What follows belongs to an exercise in optimizing a design on an open flow for small area; a production flow would make more cautious choices. Function was checked by simulation only, so behaviour that the tests miss may differ from the original. No activity file was given, so power comes from the tool's default toggle rates.

## the baseline
// streebog_block_packer
module streebog_block_packer #(
  parameter int IN_WIDTH  = 64,
  parameter int OUT_DEPTH = 2
) (
  input  logic                               clk_i,
  input  logic                               rstn_i,
  input  logic                               abort_i,
  input  logic [IN_WIDTH-1:0]                s_data_i,
  input  logic                               s_valid_i,
  output logic                               s_ready_o,
  input  logic                               s_last_i,
  input  logic [$clog2(IN_WIDTH/8+1)-1:0]    s_nbytes_i,
  output logic [511:0]                       m_data_o,
  output logic                               m_valid_o,
  input  logic                               m_ready_i,
  output logic                               m_last_o,
  output logic [9:0]                         m_last_len_o,
  output logic                               busy_o
);
  logic       ready_q;
  logic [2:0] cnt_q;
  logic [1:0] count_q;     
  logic [2:0] head_q;      
  logic [2:0] asm_q;       
  logic       rp_q, wp_q;  
  logic closes, full, accept, push, pop;
  assign full      = count_q[1];
  assign m_valid_o = count_q != 2'd0;
  assign busy_o    = (cnt_q != 3'd0) || m_valid_o;
  assign closes    = s_last_i || (cnt_q == 3'd7);
  assign s_ready_o = ready_q && !(closes && full && !m_ready_i);
  assign accept    = s_valid_i && s_ready_o && !abort_i;
  assign push      = accept && closes;
  ...
==> module streebog_block_packer, before the edit <==
module streebog_block_packer #(
  parameter int IN_WIDTH  = 64,
  parameter int OUT_DEPTH = 2
) (
  input  logic                               clk_i,
  input  logic                               rstn_i,
  input  logic                               abort_i,
  input  logic [IN_WIDTH-1:0]                s_data_i,
  input  logic                               s_valid_i,
  output logic                               s_ready_o,
  input  logic                               s_last_i,
  input  logic [$clog2(IN_WIDTH/8+1)-1:0]    s_nbytes_i,
  output logic [511:0]                       m_data_o,
  output logic                               m_valid_o,
  input  logic                               m_ready_i,
  output logic                               m_last_o,
  output logic [9:0]                         m_last_len_o,
  output logic                               busy_o
);
  logic       ready_q;
  logic [2:0] cnt_q;
  logic [1:0] count_q;     
  logic [2:0] head_q;      
  logic [2:0] asm_q;       
  logic       rp_q, wp_q;  
  logic closes, full, accept, push, pop;
  assign full      = count_q[1];
  assign m_valid_o = count_q != 2'd0;
  assign busy_o    = (cnt_q != 3'd0) || m_valid_o;
  assign closes    = s_last_i || (cnt_q == 3'd7);
  assign s_ready_o = ready_q && !(closes && full && !m_ready_i);
  assign accept    = s_valid_i && s_ready_o && !abort_i;
  assign push      = accept && closes;
  assign pop       = m_valid_o && m_ready_i && !abort_i;
  always_ff @(posedge clk_i or negedge rstn_i) begin
    if (!rstn_i) begin
      ready_q <= 1'b0;
      cnt_q   <= 3'd0;
      count_q <= 2'd0;
      head_q  <= 3'b001;
      asm_q   <= 3'b001;
      rp_q    <= 1'b0;
      wp_q    <= 1'b0;
    end else begin
      ready_q <= 1'b1;
      if (abort_i) begin
        cnt_q   <= 3'd0;
        count_q <= 2'd0;
        head_q  <= 3'b001;
        asm_q   <= 3'b001;
        rp_q    <= 1'b0;
        wp_q    <= 1'b0;
      end else begin
        if (accept) cnt_q <= closes ? 3'd0 : cnt_q + 3'd1;
        if (push && !pop) count_q <= count_q + 2'd1;
        else if (!push && pop) count_q <= count_q - 2'd1;
        if (pop)  head_q <= {head_q[1:0], head_q[2]};
        if (push) asm_q  <= {asm_q[1:0], asm_q[2]};
        if (pop)  rp_q   <= !rp_q;
        if (push) wp_q   <= !wp_q;
      end
    end
  end
  logic        partial, first;
  logic [63:0] wdata, wr0_n, wr1_n;
  assign partial = s_last_i && !s_nbytes_i[3];
  assign first   = cnt_q == 3'd0;
  genvar gj;
  generate
    for (gj = 0; gj < 8; gj++) begin : g_byte
      logic keep_b, pad_b;
      assign keep_b = !partial || (3'(gj) < s_nbytes_i[2:0]);
      assign pad_b  = partial && (3'(gj) == s_nbytes_i[2:0]);
      assign wdata[8*gj +: 8] = (s_data_i[8*gj +: 8] & {8{keep_b}}) | {7'd0, pad_b};
    end
  endgenerate
  assign wr0_n = ~wdata;
  assign wr1_n = ~(wdata & {64{!first}});
  logic [6:0] len_in;
  assign len_in = s_last_i ? ({1'b0, cnt_q, 3'b000} + {3'b000, s_nbytes_i}) : 7'd64;
  logic [63:0] w_q [3][7];    
  logic [63:0] w7_q [2];      
  logic [6:0]  len_q [2];
  logic        last_q [2];
  always_ff @(posedge clk_i) begin
    for (int s = 0; s < 3; s++) begin
      if (accept && asm_q[s] && first) w_q[s][0] <= wr0_n;
      for (int k = 1; k < 7; k++)
        if (accept && asm_q[s] && (first || (cnt_q == 3'(k)))) w_q[s][k] <= wr1_n;
    end
    for (int e = 0; e < 2; e++)
      if (push && (wp_q == 1'(e))) begin
        w7_q[e]   <= wr0_n;
        len_q[e]  <= len_in;
        last_q[e] <= s_last_i;
      end
  end
  logic [6:0] len_h;
  logic [3:0] lw;         
  logic [7:0] padw;
  logic       keep7;
  assign len_h        = rp_q ? len_q[1] : len_q[0];
  assign m_last_o     = rp_q ? last_q[1] : last_q[0];
  assign m_last_len_o = {len_h, 3'b000};
  assign lw           = len_h[6:3];
  assign keep7        = lw[3] || ((lw == 4'd7) && (len_h[2:0] != 3'd0));
  genvar gk;
  generate
    for (gk = 0; gk < 8; gk++) begin : g_pad
      assign padw[gk] = (lw == 4'(gk)) && (len_h[2:0] == 3'd0);
    end
    for (gk = 0; gk < 7; gk++) begin : g_word
      logic [63:0] word;
      assign word = ~((w_q[0][gk] & {64{head_q[0]}}) |
                      (w_q[1][gk] & {64{head_q[1]}}) |
                      (w_q[2][gk] & {64{head_q[2]}}));
      assign m_data_o[64*gk +: 64] = {word[63:1], word[0] | padw[gk]};
    end
  endgenerate
  logic [1:0]  sel7;
  logic [63:0] word7;
  assign sel7  = {rp_q, !rp_q} & {2{keep7}};
  assign word7 = ~((w7_q[0] | {64{!sel7[0]}}) & (w7_q[1] | {64{!sel7[1]}}));
  assign m_data_o[448 +: 64] = {word7[63:1], word7[0] | padw[7]};
endmodule
Settings: LEC_CHECK=0, CAP_MARGIN=20, CORE_MARGIN=2, CORE_UTILIZATION=60, SLEW_MARGIN=20; clock period 6.0 ns.
standard.sh (not shown) runs the stock make flow with config.mk's settings and CLKGATE_MAP_FILE= SYNTH_SCRIPT=/design/flow/synth_recipe.tcl, a recipe that flattens the netlist after the stock synthesis.
==> flow/flow/run.sh <==
#!/bin/bash
# The standard layout (standard.sh) with three changes:
#  - synthesis maps the logic with an area-oriented abc script (flow/abc_area.script);
#    everything else in synthesis, including the flip-flop mapping, is ORFS's own;
#  - the port buffers are the smallest buffer cell;
#  - clock tree: larger sink clusters, no dummy loads.
set -euo pipefail
here=$(pwd)
rm -rf "$here/scripts_abc"
cp -r "$FLOW_HOME/scripts" "$here/scripts_abc"
cp "$here/flow/abc_area.script" "$here/scripts_abc/abc_speed.script"
bash standard.sh \
  "SCRIPTS_DIR=$here/scripts_abc" \
  "BUFFER_PORTS_ARGS=-buffer_cell sky130_fd_sc_hd__buf_1" \
  "CTS_ARGS=-sink_clustering_enable -repair_clock_nets -dont_use_dummy_load -buf_list sky130_fd_sc_hd__clkbuf_16 -sink_clustering_size 25 -sink_clustering_max_diameter 80" \
  finish > "$here/flow.log" 2>&1
==> flow/flow/abc_area.script <==
strash
dch -f
amap
The baseline | status: complete | timing, DRC, antenna: pass
Input changes introduced in the candidate (baseline for comparison: the baseline):
-- flow/design.v --
<<< the baseline, line 24
  logic       ready_q;
  logic [2:0] cnt_q;
  logic [1:0] count_q;     
  logic [2:0] head_q;      
  logic [2:0] asm_q;       
  logic       rp_q, wp_q;  
  logic closes, full, accept, push, pop;
>>> the candidate, line 24
  logic       ready_q;
  logic [2:0] cnt_q;
  logic [1:0] count_q;    
  logic [2:0] head_q;     
  logic [2:0] asm_q;      
  logic       rp_q, wp_q;  
  logic closes, full, accept, push, pop;
<<< the baseline, line 66
    end
  end
  logic        partial, first;
  logic [63:0] wdata, wr0_n, wr1_n;
  assign partial = s_last_i && !s_nbytes_i[3];
  assign first   = cnt_q == 3'd0;
  genvar gj;
  generate
>>> the candidate, line 66
    end
  end
  logic        partial;
  logic [63:0] wdata;
  assign partial = s_last_i && !s_nbytes_i[3];
  genvar gj;
  generate
<<< the baseline, line 79
    end
  endgenerate
  assign wr0_n = ~wdata;
  assign wr1_n = ~(wdata & {64{!first}});
  logic [6:0] len_in;
  assign len_in = s_last_i ? ({1'b0, cnt_q, 3'b000} + {3'b000, s_nbytes_i}) : 7'd64;
>>> the candidate, line 78
    end
  endgenerate
  logic [6:0] len_in;
  assign len_in = s_last_i ? ({1'b0, cnt_q, 3'b000} + {3'b000, s_nbytes_i}) : 7'd64;
<<< the baseline, line 88
  logic        last_q [2];
  always_ff @(posedge clk_i) begin
    for (int s = 0; s < 3; s++) begin
      if (accept && asm_q[s] && first) w_q[s][0] <= wr0_n;
      for (int k = 1; k < 7; k++)
        if (accept && asm_q[s] && (first || (cnt_q == 3'(k)))) w_q[s][k] <= wr1_n;
    end
    for (int e = 0; e < 2; e++)
      if (push && (wp_q == 1'(e))) begin
        w7_q[e]   <= wr0_n;
        len_q[e]  <= len_in;
        last_q[e] <= s_last_i;
>>> the candidate, line 85
  logic        last_q [2];
  always_ff @(posedge clk_i) begin
    for (int s = 0; s < 3; s++)
      for (int k = 0; k < 7; k++)
        if (accept && asm_q[s] && (cnt_q == 3'(k))) w_q[s][k] <= (s == 2) ? ~wdata : wdata;
    for (int e = 0; e < 2; e++)
      if (push && (wp_q == 1'(e))) begin
        w7_q[e]  <= ~wdata;
        len_q[e]  <= len_in;
        last_q[e] <= s_last_i;
<<< the baseline, line 102
  logic [6:0] len_h;
  logic [3:0] lw;         
  logic [7:0] padw;
  logic       keep7;
  assign len_h        = rp_q ? len_q[1] : len_q[0];
  assign m_last_o     = rp_q ? last_q[1] : last_q[0];
  assign m_last_len_o = {len_h, 3'b000};
  assign lw           = len_h[6:3];
  assign keep7        = lw[3] || ((lw == 4'd7) && (len_h[2:0] != 3'd0));
  genvar gk;
  generate
    for (gk = 0; gk < 8; gk++) begin : g_pad
      assign padw[gk] = (lw == 4'(gk)) && (len_h[2:0] == 3'd0);
    end
    for (gk = 0; gk < 7; gk++) begin : g_word
      logic [63:0] word;
      assign word = ~((w_q[0][gk] & {64{head_q[0]}}) |
                      (w_q[1][gk] & {64{head_q[1]}}) |
                      (w_q[2][gk] & {64{head_q[2]}}));
      assign m_data_o[64*gk +: 64] = {word[63:1], word[0] | padw[gk]};
    end
>>> the candidate, line 97
  logic [6:0] len_h;
  logic [3:0] lw;         
  logic [7:0] keep, padw;
  assign len_h        = rp_q ? len_q[1] : len_q[0];
  assign m_last_o     = rp_q ? last_q[1] : last_q[0];
  assign m_last_len_o = {len_h, 3'b000};
  assign lw           = len_h[6:3];
  always_comb begin
    for (int k = 0; k < 8; k++) begin
      keep[k] = (lw > 4'(k)) || ((lw == 4'(k)) && (len_h[2:0] != 3'd0));
      padw[k] = (lw == 4'(k)) && (len_h[2:0] == 3'd0);
    end
  end
  genvar gk;
  generate
    for (gk = 0; gk < 7; gk++) begin : g_word
      logic [2:0]  sel;
      logic [63:0] word;
      assign sel  = head_q & {3{keep[gk]}};
      assign word = (w_q[0][gk] & {64{sel[0]}}) |
                    (w_q[1][gk] & {64{sel[1]}}) |
                    (~w_q[2][gk] & {64{sel[2]}});
      assign m_data_o[64*gk +: 64] = {word[63:1], word[0] | padw[gk]};
    end
<<< the baseline, line 124
  logic [1:0]  sel7;
  logic [63:0] word7;
  assign sel7  = {rp_q, !rp_q} & {2{keep7}};
  assign word7 = ~((w7_q[0] | {64{!sel7[0]}}) & (w7_q[1] | {64{!sel7[1]}}));
  assign m_data_o[448 +: 64] = {word7[63:1], word7[0] | padw[7]};
>>> the candidate, line 122
  logic [1:0]  sel7;
  logic [63:0] word7;
  assign sel7  = {rp_q, !rp_q} & {2{keep[7]}};
  assign word7 = ~((w7_q[0] | {64{!sel7[0]}}) & (w7_q[1] | {64{!sel7[1]}}));
  assign m_data_o[448 +: 64] = {word7[63:1], word7[0] | padw[7]};
--- outcome ---
Re length of the first detailed-routing pass in iterations: the candidate is 9 down on the baseline.
Taking the candidate over the baseline, the detailed-routed wire length on met2 ratio works out to 1.12.
Between the candidate and the baseline, the difference in clock-cell share of area is negligible.
The baseline and the candidate ended up with roughly the same clock latency on the worst-skew pair.
Compared with the baseline, in the candidate average vias per placed instance went down 0.11; weighted congestion reported at the end of routability-driven placement went up by 0.050; hold slack saw a decrease; area of all placed cells without fillers saw an increase; part of the total power dissipated in sequential elements went down.
Going from the baseline to the candidate, the share of the final layout cell area in sequential cells was found to have gone down by 2.2 points.
The candidate vs. the baseline: count of multi-input gates now larger; final non-filler cell total increased by about 12% relative to the old numbers; critical path depth up 1.

## separate check: timing with driven ports
In the flow no input, the clock included, has a driving cell. The finished layouts below were timed again as built, in two steps. Step 1, drivers: a clkbuf_16 drives clk_i and a buf_2 each remaining input, both assumed. Step 2 also shifts input and output timing later by t, the mid clock arrival at the registers, as if the neighbouring blocks saw the same clock. a / b / c = no drivers / after step 1 / after step 2; a / b = the first two.
| run | t, ns | setup slack, ns | worst hold slack (ns) | worst slew at a driven data input, ns | cell pins on the clock port's net |
|---|---|---|---|---|---|
| the baseline | 0.694 | 0.488 / 0.420 / 1.050 | 0.542 / 0.542 / 0.542 | 0.15 | 1 |
| the candidate | 0.707 | 0.164 / 0.090 / 0.754 | 0.533 / 0.533 / 0.533 | 0.16 | 1 |
After both steps every run listed still meets setup and hold.
